This design comes from an exercise in tuning for small area, a short achievable clock period and few clock cycles on the open sky130 flow, not from production work. Function was checked by simulation only, so behaviour that the tests miss may differ from the original. No activity file was given, so power comes from the tool's default toggle rates.

==> run.sh <==
#!/bin/bash
# synth_recipe.tcl (not shown) runs the flow's synth.tcl, then flattens the netlist and writes it again
# the make line also repeats each setting of config.mk as NAME=value (left out here)
make -C /OpenROAD-flow-scripts/flow DESIGN_CONFIG=/design/flow/config.mk WORK_HOME=/design/flow/orfs CLKGATE_MAP_FILE= SYNTH_SCRIPT=/design/flow/synth_recipe.tcl finish
==> config.mk <==
export PLATFORM = sky130hd
export DESIGN_NAME = pipelineCpu
export DESIGN_NICKNAME = pipelineCpu
export VERILOG_FILES = /design/flow/design.v
export SDC_FILE = /design/flow/constraint.sdc
export NUM_CORES = 4
export LEC_CHECK = 0
export CAP_MARGIN = 20
export CORE_MARGIN = 2
export CORE_UTILIZATION = 40
export SLEW_MARGIN = 20
==> constraint.sdc <==
create_clock -name core_clock -period 7.5 [get_ports {clk}]
set_input_delay 1.5000 -clock core_clock [delete_from_list [all_inputs] [get_ports {clk}]]
set_output_delay 1.5000 -clock core_clock [all_outputs]
set_load 0.01 [all_outputs]
==> design.v <==
`default_nettype none
package cpuPkg;
	localparam int dataWidth = 32;
	localparam int regAddrWidth = 5;
	localparam logic [5:0] opR = 6'h00;
	localparam logic [5:0] opLw = 6'h23;
	localparam logic [5:0] opSw = 6'h2b;
	localparam logic [5:0] opBeq = 6'h04;
	localparam logic [5:0] fnAdd = 6'h20;
	localparam logic [5:0] fnSub = 6'h22;
	localparam logic [5:0] fnAnd = 6'h24;
	localparam logic [5:0] fnOr = 6'h25;
	localparam logic [5:0] fnSlt = 6'h2a;
	localparam logic [1:0] aluClassAdd = 2'b00;  
	localparam logic [1:0] aluClassSub = 2'b01;  
	localparam logic [1:0] aluClassFunct = 2'b10;  
	localparam logic [3:0] aluAnd = 4'b0000;
	localparam logic [3:0] aluOr = 4'b0001;
	localparam logic [3:0] aluAdd = 4'b0010;
	localparam logic [3:0] aluSub = 4'b0110;
	localparam logic [3:0] aluSlt = 4'b0111;
	localparam logic [1:0] fwdNone = 2'b00;  
	localparam logic [1:0] fwdWb = 2'b01;  
	localparam logic [1:0] fwdMem = 2'b10;  
	typedef union packed {
		struct packed {
			logic [5:0] opcode;
			logic [regAddrWidth-1:0] rs;
			logic [regAddrWidth-1:0] rt;
			logic [regAddrWidth-1:0] rd;
			logic [4:0] shamt;  
			logic [5:0] funct;
		} r;
		struct packed {
			logic [5:0] opcode;
			logic [regAddrWidth-1:0] rs;
			logic [regAddrWidth-1:0] rt;
			logic [15:0] imm;
		} i;
	} instrT;
	localparam instrT nop = '0;  
endpackage
`default_nettype wire
`timescale 1ns/1ps
`default_nettype none
module instMem #(
	parameter int imemDepth = 64
) (
	input logic clk,
	input logic rstN,
	input logic progWe,
	input logic [$clog2(imemDepth)-1:0] progAddr,  
	input logic [cpuPkg::dataWidth-1:0] progData,
	input logic [cpuPkg::dataWidth-1:0] pc,  
	output logic [cpuPkg::dataWidth-1:0] instr
);
	localparam int imemAw = $clog2(imemDepth);
	logic [cpuPkg::dataWidth-1:0] mem [imemDepth];
	logic [imemAw-1:0] fetchIdx;
	assign fetchIdx = pc[imemAw+1:2];  
	assign instr = mem[fetchIdx];
	always_ff @(posedge clk)
	begin
		if (progWe)
			mem[progAddr] <= progData;
	end
endmodule
`default_nettype wire
`timescale 1ns/1ps
`default_nettype none
module regFile (
	input logic clk,
	input logic rstN,
	input logic [cpuPkg::regAddrWidth-1:0] rsAddr,
	input logic [cpuPkg::regAddrWidth-1:0] rtAddr,
	input logic [cpuPkg::regAddrWidth-1:0] wrAddr,
	input logic [cpuPkg::dataWidth-1:0] wrData,
	input logic wrEn,
	output logic [cpuPkg::dataWidth-1:0] rsData,
	output logic [cpuPkg::dataWidth-1:0] rtData
);
	localparam int numRegs = 2 ** cpuPkg::regAddrWidth;
	logic [cpuPkg::dataWidth-1:0] regs [numRegs];
	logic wrLive;  
	assign wrLive = wrEn && (wrAddr != '0);  
	always_ff @(posedge clk)
	begin
		if (!rstN)
		begin
			for (int k = 0; k < numRegs; k++)
				regs[k] <= '0;
		end
		else if (wrLive)
			regs[wrAddr] <= wrData;
	end
	assign rsData = (wrLive && wrAddr == rsAddr) ? wrData : regs[rsAddr];
	assign rtData = (wrLive && wrAddr == rtAddr) ? wrData : regs[rtAddr];
endmodule
`default_nettype wire
`timescale 1ns/1ps
`default_nettype none
module controlUnit (
	input cpuPkg::instrT instr,
	output logic regWrite,
	output logic regDst,  
	output logic aluSrc,  
	output logic memRead,
	output logic memWrite,
	output logic memToReg,
	output logic branch,
	output logic [1:0] aluOp
);
	logic functKnown;
	assign functKnown = (instr.r.funct == cpuPkg::fnAdd) || (instr.r.funct == cpuPkg::fnSub) ||
		(instr.r.funct == cpuPkg::fnAnd) || (instr.r.funct == cpuPkg::fnOr) ||
		(instr.r.funct == cpuPkg::fnSlt);
	always_comb
	begin
		regWrite = 1'b0;
		regDst = 1'b0;
		aluSrc = 1'b0;
		memRead = 1'b0;
		memWrite = 1'b0;
		memToReg = 1'b0;
		branch = 1'b0;
		aluOp = cpuPkg::aluClassAdd;
		case (instr.i.opcode)
			cpuPkg::opR:
			begin
				regWrite = functKnown;
				regDst = 1'b1;
				aluOp = cpuPkg::aluClassFunct;
			end
			cpuPkg::opLw:
			begin
				regWrite = 1'b1;
				aluSrc = 1'b1;  
				memRead = 1'b1;
				memToReg = 1'b1;
			end
			cpuPkg::opSw:
			begin
				aluSrc = 1'b1;
				memWrite = 1'b1;
			end
			cpuPkg::opBeq:
			begin
				branch = 1'b1;  
				aluOp = cpuPkg::aluClassSub;
			end
			default: ;  
		endcase
	end
endmodule
`default_nettype wire
`timescale 1ns/1ps
`default_nettype none
module hazardUnit (
	input logic clk,
	input logic rstN,
	input logic [cpuPkg::regAddrWidth-1:0] rs,  
	input logic [cpuPkg::regAddrWidth-1:0] rt,
	input logic branch,
	input logic exMemRead,
	input logic exRegWrite,
	input logic [cpuPkg::regAddrWidth-1:0] exDest,
	input logic [cpuPkg::regAddrWidth-1:0] exRs,
	input logic [cpuPkg::regAddrWidth-1:0] exRt,
	input logic memRegWrite,
	input logic [cpuPkg::regAddrWidth-1:0] memDest,
	input logic wbRegWrite,
	input logic [cpuPkg::regAddrWidth-1:0] wbDest,
	output logic stall,
	output logic [1:0] fwdA,
	output logic [1:0] fwdB
);
	logic exWrites, memWrites, wbWrites;
	logic exHit, memHit;  
	logic loadUse, branchWait;
	assign exWrites = exRegWrite && (exDest != '0);
	assign memWrites = memRegWrite && (memDest != '0);
	assign wbWrites = wbRegWrite && (wbDest != '0);
	assign exHit = (exDest == rs) || (exDest == rt);
	assign memHit = (memDest == rs) || (memDest == rt);
	assign loadUse = exMemRead && exWrites && exHit;
	assign branchWait = branch && ((exWrites && exHit) || (memWrites && memHit));
	assign stall = loadUse || branchWait;
	assign fwdA = (memWrites && memDest == exRs) ? cpuPkg::fwdMem :
		(wbWrites && wbDest == exRs) ? cpuPkg::fwdWb : cpuPkg::fwdNone;
	assign fwdB = (memWrites && memDest == exRt) ? cpuPkg::fwdMem :
		(wbWrites && wbDest == exRt) ? cpuPkg::fwdWb : cpuPkg::fwdNone;
endmodule
`default_nettype wire
`timescale 1ns/1ps
`default_nettype none
module executeStage (
	input logic [1:0] aluOp,
	input logic [5:0] funct,
	input logic aluSrc,
	input logic [cpuPkg::dataWidth-1:0] opA,  
	input logic [cpuPkg::dataWidth-1:0] opB,
	input logic [15:0] imm,
	input logic [1:0] fwdA,
	input logic [1:0] fwdB,
	input logic [cpuPkg::dataWidth-1:0] memFwd,  
	input logic [cpuPkg::dataWidth-1:0] wbFwd,  
	output logic [cpuPkg::dataWidth-1:0] aluResult,
	output logic [cpuPkg::dataWidth-1:0] storeValue
);
	logic [cpuPkg::dataWidth-1:0] srcA, srcB, immExt;
	logic [3:0] aluCtl;
	function automatic logic [cpuPkg::dataWidth-1:0] fwdMux(
		input logic [1:0] sel,
		input logic [cpuPkg::dataWidth-1:0] regVal,
		input logic [cpuPkg::dataWidth-1:0] memVal,
		input logic [cpuPkg::dataWidth-1:0] wbVal
	);
		case (sel)
			cpuPkg::fwdMem: fwdMux = memVal;
			cpuPkg::fwdWb: fwdMux = wbVal;
			default: fwdMux = regVal;
		endcase
	endfunction
	assign srcA = fwdMux(fwdA, opA, memFwd, wbFwd);
	assign storeValue = fwdMux(fwdB, opB, memFwd, wbFwd);  
	assign immExt = {{(cpuPkg::dataWidth-16){imm[15]}}, imm};
	assign srcB = aluSrc ? immExt : storeValue;
	always_comb
	begin
		case (aluOp)
			cpuPkg::aluClassSub: aluCtl = cpuPkg::aluSub;
			cpuPkg::aluClassFunct:
			begin
				case (funct)
					cpuPkg::fnSub: aluCtl = cpuPkg::aluSub;
					cpuPkg::fnAnd: aluCtl = cpuPkg::aluAnd;
					cpuPkg::fnOr: aluCtl = cpuPkg::aluOr;
					cpuPkg::fnSlt: aluCtl = cpuPkg::aluSlt;
					default: aluCtl = cpuPkg::aluAdd;  
				endcase
			end
			default: aluCtl = cpuPkg::aluAdd;  
		endcase
	end
	always_comb
	begin
		case (aluCtl)
			cpuPkg::aluAdd: aluResult = srcA + srcB;
			cpuPkg::aluSub: aluResult = srcA - srcB;
			cpuPkg::aluAnd: aluResult = srcA & srcB;
			cpuPkg::aluOr: aluResult = srcA | srcB;
			cpuPkg::aluSlt:
				aluResult = {{(cpuPkg::dataWidth-1){1'b0}}, $signed(srcA) < $signed(srcB)};
			default: aluResult = '0;
		endcase
	end
endmodule
`default_nettype wire
`timescale 1ns/1ps
`default_nettype none
module dataMem #(
	parameter int dmemDepth = 64
) (
	input logic clk,
	input logic [cpuPkg::dataWidth-1:0] addr,  
	input logic [cpuPkg::dataWidth-1:0] wrData,
	input logic memWrite,
	input logic loadWe,  
	input logic [$clog2(dmemDepth)-1:0] loadAddr,  
	input logic [cpuPkg::dataWidth-1:0] loadData,
	output logic [cpuPkg::dataWidth-1:0] rdData
);
	localparam int dmemAw = $clog2(dmemDepth);
	logic [cpuPkg::dataWidth-1:0] mem [dmemDepth];
	logic [dmemAw-1:0] wordIdx;
	assign wordIdx = addr[dmemAw+1:2];
	always_ff @(posedge clk)
	begin
		if (loadWe)
			mem[loadAddr] <= loadData;
		else if (memWrite)
			mem[wordIdx] <= wrData;
	end
	assign rdData = mem[wordIdx];
endmodule
`default_nettype wire
`timescale 1ns/1ps
`default_nettype none
module pipelineCpu #(
	parameter int imemDepth = 64,
	parameter int dmemDepth = 64
) (
	input logic clk,
	input logic rstN,
	input logic progWe,
	input logic progDmem,  
	input logic [$clog2(imemDepth)-1:0] progAddr,
	input logic [cpuPkg::dataWidth-1:0] progData,
	output logic wbEn,
	output logic [cpuPkg::regAddrWidth-1:0] wbReg,
	output logic [cpuPkg::dataWidth-1:0] wbData,
	output logic storeEn,
	output logic [cpuPkg::dataWidth-1:0] storeAddr,
	output logic [cpuPkg::dataWidth-1:0] storeData
);
	localparam int dw = cpuPkg::dataWidth;
	localparam int aw = cpuPkg::regAddrWidth;
	logic [dw-1:0] pc, pcPlus4, instrWord;
	cpuPkg::instrT ifIdInstr;
	logic regWrite, regDst, aluSrc, memRead, memWrite, memToReg, branch;
	logic [1:0] aluOp;
	logic [dw-1:0] rsData, rtData, immExt, branchTarget;
	logic [aw-1:0] decDest;
	logic stall, takeBranch;
	logic idExRegWrite, idExAluSrc, idExMemRead, idExMemWrite, idExMemToReg;
	logic [1:0] idExAluOp;
	logic [dw-1:0] idExOpA, idExOpB;
	logic [15:0] idExImm;
	logic [5:0] idExFunct;
	logic [aw-1:0] idExRs, idExRt, idExDest;
	logic [1:0] fwdA, fwdB;
	logic [dw-1:0] aluResult, storeValue;
	logic exMemRegWrite, exMemMemWrite, exMemMemToReg;
	logic [dw-1:0] exMemAluResult, exMemStoreValue, memRdData;
	logic [aw-1:0] exMemDest;
	logic memWbRegWrite, memWbMemToReg;
	logic [dw-1:0] memWbAluResult, memWbRdData, wbValue;
	logic [aw-1:0] memWbDest;
	instMem #(.imemDepth(imemDepth)) uInstMem (
		.clk(clk), .rstN(rstN), .progWe(progWe && !progDmem), .progAddr(progAddr),
		.progData(progData), .pc(pc), .instr(instrWord)
	);
	assign pcPlus4 = pc + dw'(4);
	always_ff @(posedge clk)
	begin
		if (!rstN)
		begin
			pc <= '0;
			ifIdInstr <= cpuPkg::nop;
		end
		else if (!stall)  
		begin
			pc <= takeBranch ? branchTarget : pcPlus4;
			ifIdInstr <= takeBranch ? cpuPkg::nop : instrWord;  
		end
	end
	controlUnit uControl (
		.instr(ifIdInstr), .regWrite(regWrite), .regDst(regDst), .aluSrc(aluSrc),
		.memRead(memRead), .memWrite(memWrite), .memToReg(memToReg),
		.branch(branch), .aluOp(aluOp)
	);
	regFile uRegFile (
		.clk(clk), .rstN(rstN), .rsAddr(ifIdInstr.r.rs), .rtAddr(ifIdInstr.r.rt),
		.wrAddr(memWbDest), .wrData(wbValue), .wrEn(memWbRegWrite),
		.rsData(rsData), .rtData(rtData)
	);
	hazardUnit uHazard (
		.clk(clk), .rstN(rstN), .rs(ifIdInstr.r.rs), .rt(ifIdInstr.r.rt),
		.branch(branch), .exMemRead(idExMemRead), .exRegWrite(idExRegWrite),
		.exDest(idExDest), .exRs(idExRs), .exRt(idExRt),
		.memRegWrite(exMemRegWrite), .memDest(exMemDest),
		.wbRegWrite(memWbRegWrite), .wbDest(memWbDest),
		.stall(stall), .fwdA(fwdA), .fwdB(fwdB)
	);
	assign decDest = regDst ? ifIdInstr.r.rd : ifIdInstr.i.rt;
	assign immExt = {{(dw-16){ifIdInstr.i.imm[15]}}, ifIdInstr.i.imm};
	assign branchTarget = pc + {immExt[dw-3:0], 2'b00};
	assign takeBranch = branch && (rsData == rtData) && !stall;
	always_ff @(posedge clk)
	begin
		if (!rstN || stall)
		begin
			idExRegWrite <= 1'b0;
			idExAluSrc <= 1'b0;
			idExMemRead <= 1'b0;
			idExMemWrite <= 1'b0;
			idExMemToReg <= 1'b0;
			idExAluOp <= cpuPkg::aluClassAdd;
		end
		else
		begin
			idExRegWrite <= regWrite;
			idExAluSrc <= aluSrc;
			idExMemRead <= memRead;
			idExMemWrite <= memWrite;
			idExMemToReg <= memToReg;
			idExAluOp <= aluOp;
		end
	end
	always_ff @(posedge clk)
	begin
		idExOpA <= rsData;
		idExOpB <= rtData;
		idExImm <= ifIdInstr.i.imm;
		idExFunct <= ifIdInstr.r.funct;
		idExRs <= ifIdInstr.r.rs;
		idExRt <= ifIdInstr.r.rt;
		idExDest <= decDest;
	end
	executeStage uExecute (
		.aluOp(idExAluOp), .funct(idExFunct), .aluSrc(idExAluSrc),
		.opA(idExOpA), .opB(idExOpB), .imm(idExImm), .fwdA(fwdA), .fwdB(fwdB),
		.memFwd(exMemAluResult), .wbFwd(wbValue),
		.aluResult(aluResult), .storeValue(storeValue)
	);
	always_ff @(posedge clk)
	begin
		if (!rstN)
		begin
			exMemRegWrite <= 1'b0;
			exMemMemWrite <= 1'b0;
			exMemMemToReg <= 1'b0;
			memWbRegWrite <= 1'b0;
			memWbMemToReg <= 1'b0;
		end
		else
		begin
			exMemRegWrite <= idExRegWrite;
			exMemMemWrite <= idExMemWrite;
			exMemMemToReg <= idExMemToReg;
			memWbRegWrite <= exMemRegWrite;
			memWbMemToReg <= exMemMemToReg;
		end
	end
	always_ff @(posedge clk)
	begin
		exMemAluResult <= aluResult;
		exMemStoreValue <= storeValue;
		exMemDest <= idExDest;
		memWbAluResult <= exMemAluResult;
		memWbRdData <= memRdData;
		memWbDest <= exMemDest;
	end
	dataMem #(.dmemDepth(dmemDepth)) uDataMem (
		.clk(clk), .addr(exMemAluResult), .wrData(exMemStoreValue),
		.memWrite(exMemMemWrite), .loadWe(progWe && progDmem),
		.loadAddr(progAddr[$clog2(dmemDepth)-1:0]), .loadData(progData), .rdData(memRdData)
	);
	assign wbValue = memWbMemToReg ? memWbRdData : memWbAluResult;
	assign wbEn = memWbRegWrite;
	assign wbReg = memWbDest;
	assign wbData = wbValue;
	assign storeEn = exMemMemWrite;
	assign storeAddr = exMemAluResult;
	assign storeData = exMemStoreValue;
endmodule
`default_nettype wire
==> run notes <==
[cells in the final DEF, fill, tap and decap left out, types with 124 or more instances in the layout]
cell type | synthesis | layout
a22oi_1 | 195 | 195
buf_4 | 29 | 412
clkbuf_1 | 570 | 135
clkbuf_16 | 0 | 583
dfxtp_1 | 298 | 276
edfxtp_1 | 5120 | 5120
inv_1 | 155 | 155
mux2i_1 | 440 | 408
mux4_2 | 1692 | 1692
nand2_1 | 288 | 225
nor2_1 | 1267 | 1143
nor2_4 | 0 | 124
o21ai_0 | 226 | 226
o22ai_1 | 129 | 129
[metrics by stage]
stage          util, %  hold WS, ns  power (mW)  std cells
2_1_floorplan        -        0.329        45.1      11572
3_3_place_gp      42.5        0.341        53.2      18808
3_5_place_dp      42.6        0.355        53.3      18828
4_1_cts           45.9        0.307        81.3      19860
5_1_grt           45.9        0.313        83.2      19867
6_report          45.9        0.308        81.2      19903
[critical path: cells and delay by family (launching register included)]
| kind | cells | cell delay (ns) |
|---|---|---|
| simple gates | 9 | 3.51 |
| compound gates | 6 | 1.73 |
| flops | 1 | 0.58 |
| mux | 2 | 0.42 |
| fa+ha+maj | 1 | 0.23 |
| xor+xnor | 1 | 0.22 |
[routing by layer]
metal / global-route usage, % / up-vias / share of wire (%)
li1: - / 47908 / -
met1: 34.0 / 65758 / 38
met2: 39.4 / 8076 / 46
met3: 6.61 / 1613 / 11
met4: 9.97 / 18 / 4.7
met5: 0.0340 / - / 0.018
[final cells by class]
cell class / count / area (um^2) / area share (%)
Inverter: 156 / 586 / 0.229
Clock inverter: 296 / 3310 / 1.30
Timing Repair Buffer: 615 / 5680 / 2.22
Multi-Input combinational cell: 5188 / 61100 / 24.0
Tap cell: 7452 / 9320 / 3.65
Antenna cell: 42 / 105 / 0.0412
Clock buffer: 736 / 15300 / 6.01
Sequential cell: 5418 / 160000 / 62.6
[where the power goes]
part / total, mW / switching [mW] / leakage (nW) / internal, mW
sequential: 35.2 / 1.33 / 49.9 / 33.9
clock: 28.3 / 12.2 / 9.07 / 16.2
combinational: 17.6 / 10.8 / 22.6 / 6.86
total: 81.2 / 24.3 / 81.5 / 56.9
[cells by family after synthesis]
family	Yosys count	share of synthesized area, %
DFF	5418	71.7
muxes	2210	19.5
and+or+nand+nor	1879	3.55
buffers and inverters	966	1.74
AOI/OAI and AO/OA	881	2.59
adders and majority gates	110	0.628
xor gates and xnor gates	76	0.299
other	1	0.00168
[how the worst max path moves through the flow]
stage / endpoint / slack (ns) / start / cells after the start
floorplan: exMemAluResult[30] / 1.88 / memWbDest[3] / 23
global placement: register / 0.90 / register / 19
detailed placement: register / 1.08 / register / 19
CTS: exMemAluResult[30] / 1.02 / memWbDest[3] / 21
global route: exMemAluResult[30] / 0.35 / memWbDest[3] / 21
finish: register / 0.69 / memWbDest[3] / 19
[registers in the layout, summed over array words and instances (netlist names), 2 cells and up, named ones only]
| register | count |
|---|---|
| memWbAluResult | 32 |
| uRegFile.regs | 1024 |
| exMemStoreValue | 32 |
| idExDest | 5 |
| idExImm | 11 |
| exMemDest | 5 |
| exMemAluResult | 32 |
| memWbDest | 5 |
| idExFunct | 5 |
| uDataMem.mem | 2048 |
| pc | 6 |
| idExAluOp | 2 |
| idExOpB | 32 |
| idExRs | 5 |
| idExRt | 5 |
| memWbRdData | 32 |
| idExOpA | 32 |
| ifIdInstr | 32 |
| uInstMem.mem | 2048 |
==> run notes <==
Clock network:
- The post-CTS clock slew at the launch and capture registers of the worst setup and hold paths is 0.06 ns.
- The tree is rooted in a clkbuf_16.
- The count of hold buffers inserted by post-cts repair is 0.
- Counting every sink on the clock net gives 5418.
- The number of buffers on the longest clock path is 4.
- Post-CTS repair changed the size of 0 cells.
- The number of setup buffers added after CTS is 0.
- The number of levels the H-tree was split into is 6.
- The clock tree from TritonCTS is built.
- Buffers inserted during clock tree synthesis total 571.
- The worst-skew pair later-pin latency is 1.12 ns.

Synth:
- The synthesized design devotes to its leading area cell type 69.0% of total area.
- The number of distinct library cells after synthesis is 77.
- The number of warnings printed during yosys synthesis is 6.
- After synthesis the netlist holds a flip-flop and latch count of 5418.
- The number of enable flip-flop cells after synthesis is 5120.
- The sequential fraction of the synthesis area is a little under three quarters.
- The most used standard cell by instance count after synthesis is edfxtp_1.
- The cell area after synthesis is 223000 um^2.
- Sorting the synthesized cells by area gives the leading types as edfxtp_1 69%, mux4_2 17%, dfxtp_1 2.7%, nor2_1 2.1%, mux2i_1 2.0%.
- The share of synthesized flip-flops with an asynchronous set or reset is 0%.
- The mean post-synth cell area is 19.3 um^2.
- The most used flip-flop cell after synthesis is edfxtp_1.
- The cell count after synthesis is 11.5k.
- Of all cell types, the one taking the most synthesized area is edfxtp_1.
- Sorting the synthesized cells by how often they occur yields 5120 x edfxtp_1, 1692 x mux4_2, 1267 x nor2_1.

Final layout:
- The fraction of final layout cells with drive strength greater than 1 is between 20% and 30%.
- The total number of nets in the final design is ~12k.
- After filler insertion, the fill cell instance count of the layout stands at 46.1k.
- The area growth from synthesis to layout is 14.6%.
- The final design instance area without fill is 255000 um^2.

Floorplan:
- The count of boundary I/O pins is 145.
- The overall die height is 750 um.
- The width of the chip is 750 um.
- The placeable core area is about 560000 um^2.
- The total die area is 563000 um^2.
- The effective utilization at floorplan is 40.1%.
- The placement row count is 274.

Power and ir drop:
- The analysis attributes to cell leakage a power of 81.5 nW.
- The worst-case IR drop observed on VDD is between 300 and 400 uV.
- For this design the ratio of total power to cell area is 318 nW/um^2.

Timing:
- The number of pins exceeding their max-slew limit in the final report is 0.
- The total count of hold-check failures in the final report was 0.
- The post-route clock period utilization is 90.8%.
- For the pin with the worst max-slew slack, the measured transition is 1.41 ns.
- The largest clock skew in the final design is roughly 0.12 ns.
- The maximum frequency from static timing analysis is approximately 150 MHz.
- Setup total negative slack on the finished layout was measured at 0 ns.
- The worst pin sits at a relative slew slack of 5.07%.
- Setup repair after global routing left no endpoint under its margin.
- The final setup slack of the worst path is between 0.6 and 0.7 ns.
- The final setup violation count is 0.
- The clock period minus final worst setup slack is 6.81 ns.

Global routing:
- The number of global-route vias before repair came to 122k.
- The first global-routing pass estimated 994 mm of wire.
- For this run, the total global-route usage over all layers was measured as approximately 25%.
- The number of antenna violations at the first check in global routing is 72.
- Entering global routing, the biggest net connects 134 pins.
- Global routing finished with a remaining overflow of 0.

Placement:
- The total cell area at the placement stage is about 240000 um^2.
- The count of port buffers added during placement is 144.
- The final RePlAce weighted congestion is 0.933.
- The half-perimeter wire length after detailed placement is between 400 and 500 mm.
- The setup slack after placement is about 1.1 ns.

Hold path:
- The worst hold path begins at ifIdInstr[7].
- For hold timing, the worst endpoint is idExImm[7].
- The count of cells along the worst hold path is 0.
- The tightest min-delay check is of the register to register type.

Routing:
- The count of unresolved DRC violations after routing is 0.
- The ratio of routed vias to standard cells is just over 6.
- The wire length per cell is 36.5 um.
- The post-detailed-route count of antenna-violating nets is 0.
- The detailed-routing iteration count for the pre-antenna-repair pass is 7.
- Wires add up to 726 mm.
- After the first detailed-routing iteration, the DRC count stood at roughly 20k.
- The routed via count is 123k.

Critical path:
- The startpoint class of the critical path is a register.
- For the worst flop-to-flop path, the logic depth is 19.
- The worst reg-to-reg setup slack is 0.69 ns.
- The peak fanout along the critical path is 22.
- The startpoint of the worst-slack reg-to-reg timing path is memWbDest[3].
- The largest single stage delay on the critical path is 0.89 ns.
- The critical path goes through or3_1 -> o21a_1 -> nand3_2 -> o21ai_1 -> o21ai_1 -> xor2_1 -> nor4_1 -> nand4_1 -> nor2_2 -> and2_1 -> ha_1 -> a21o_1 -> a21oi_1 -> nor2b_1 -> o21a_1 -> nor2_1 -> nand2_1 -> mux2i_1 -> mux2i_1.
- The class of the most critical setup path is register to register.
- For the worst setup path, the data required time is 8.52 ns.
- At the worst endpoint, the arrival time is between 7 and 8 ns.
- For this design, the slowest cell found on the critical path is nand3_2.
- STA classifies the critical path endpoint as a register.

Job:
- The number of maximum-capacitance violations is 0.

Status:
- The flow ran to the end and the layout has no timing, DRC or antenna violations.
Testbench counts, summed over its fixed seeds: cycles 9,503.

separate check: timing with driven ports:
The results above use ideal ports. As a check the final layout listed here was re-extracted and re-timed, cells and wires unchanged.
Step 1 (the two cells are an assumption about what drives the block):
set clk [get_ports {clk}]
set_driving_cell -lib_cell sky130_fd_sc_hd__clkbuf_16 $clk
set_driving_cell -lib_cell sky130_fd_sc_hd__buf_2 [delete_from_list [all_inputs] $clk]
Step 2 also shifts input and output timing later by t, the mid clock arrival at the registers, as if the neighbouring blocks saw the same clock.
Three values: ideal ports, drivers, drivers and shift; two values: the first two.
shift t [ns]: 1.198
setup slack, ns: 0.689 / 0.689 / 0.689
pins driven straight from the clock port: 1
After both steps this run still meets setup and hold. For this run, drivers alone change the setup slack by 0.000 ns; drivers and shift together by 0.000 ns.
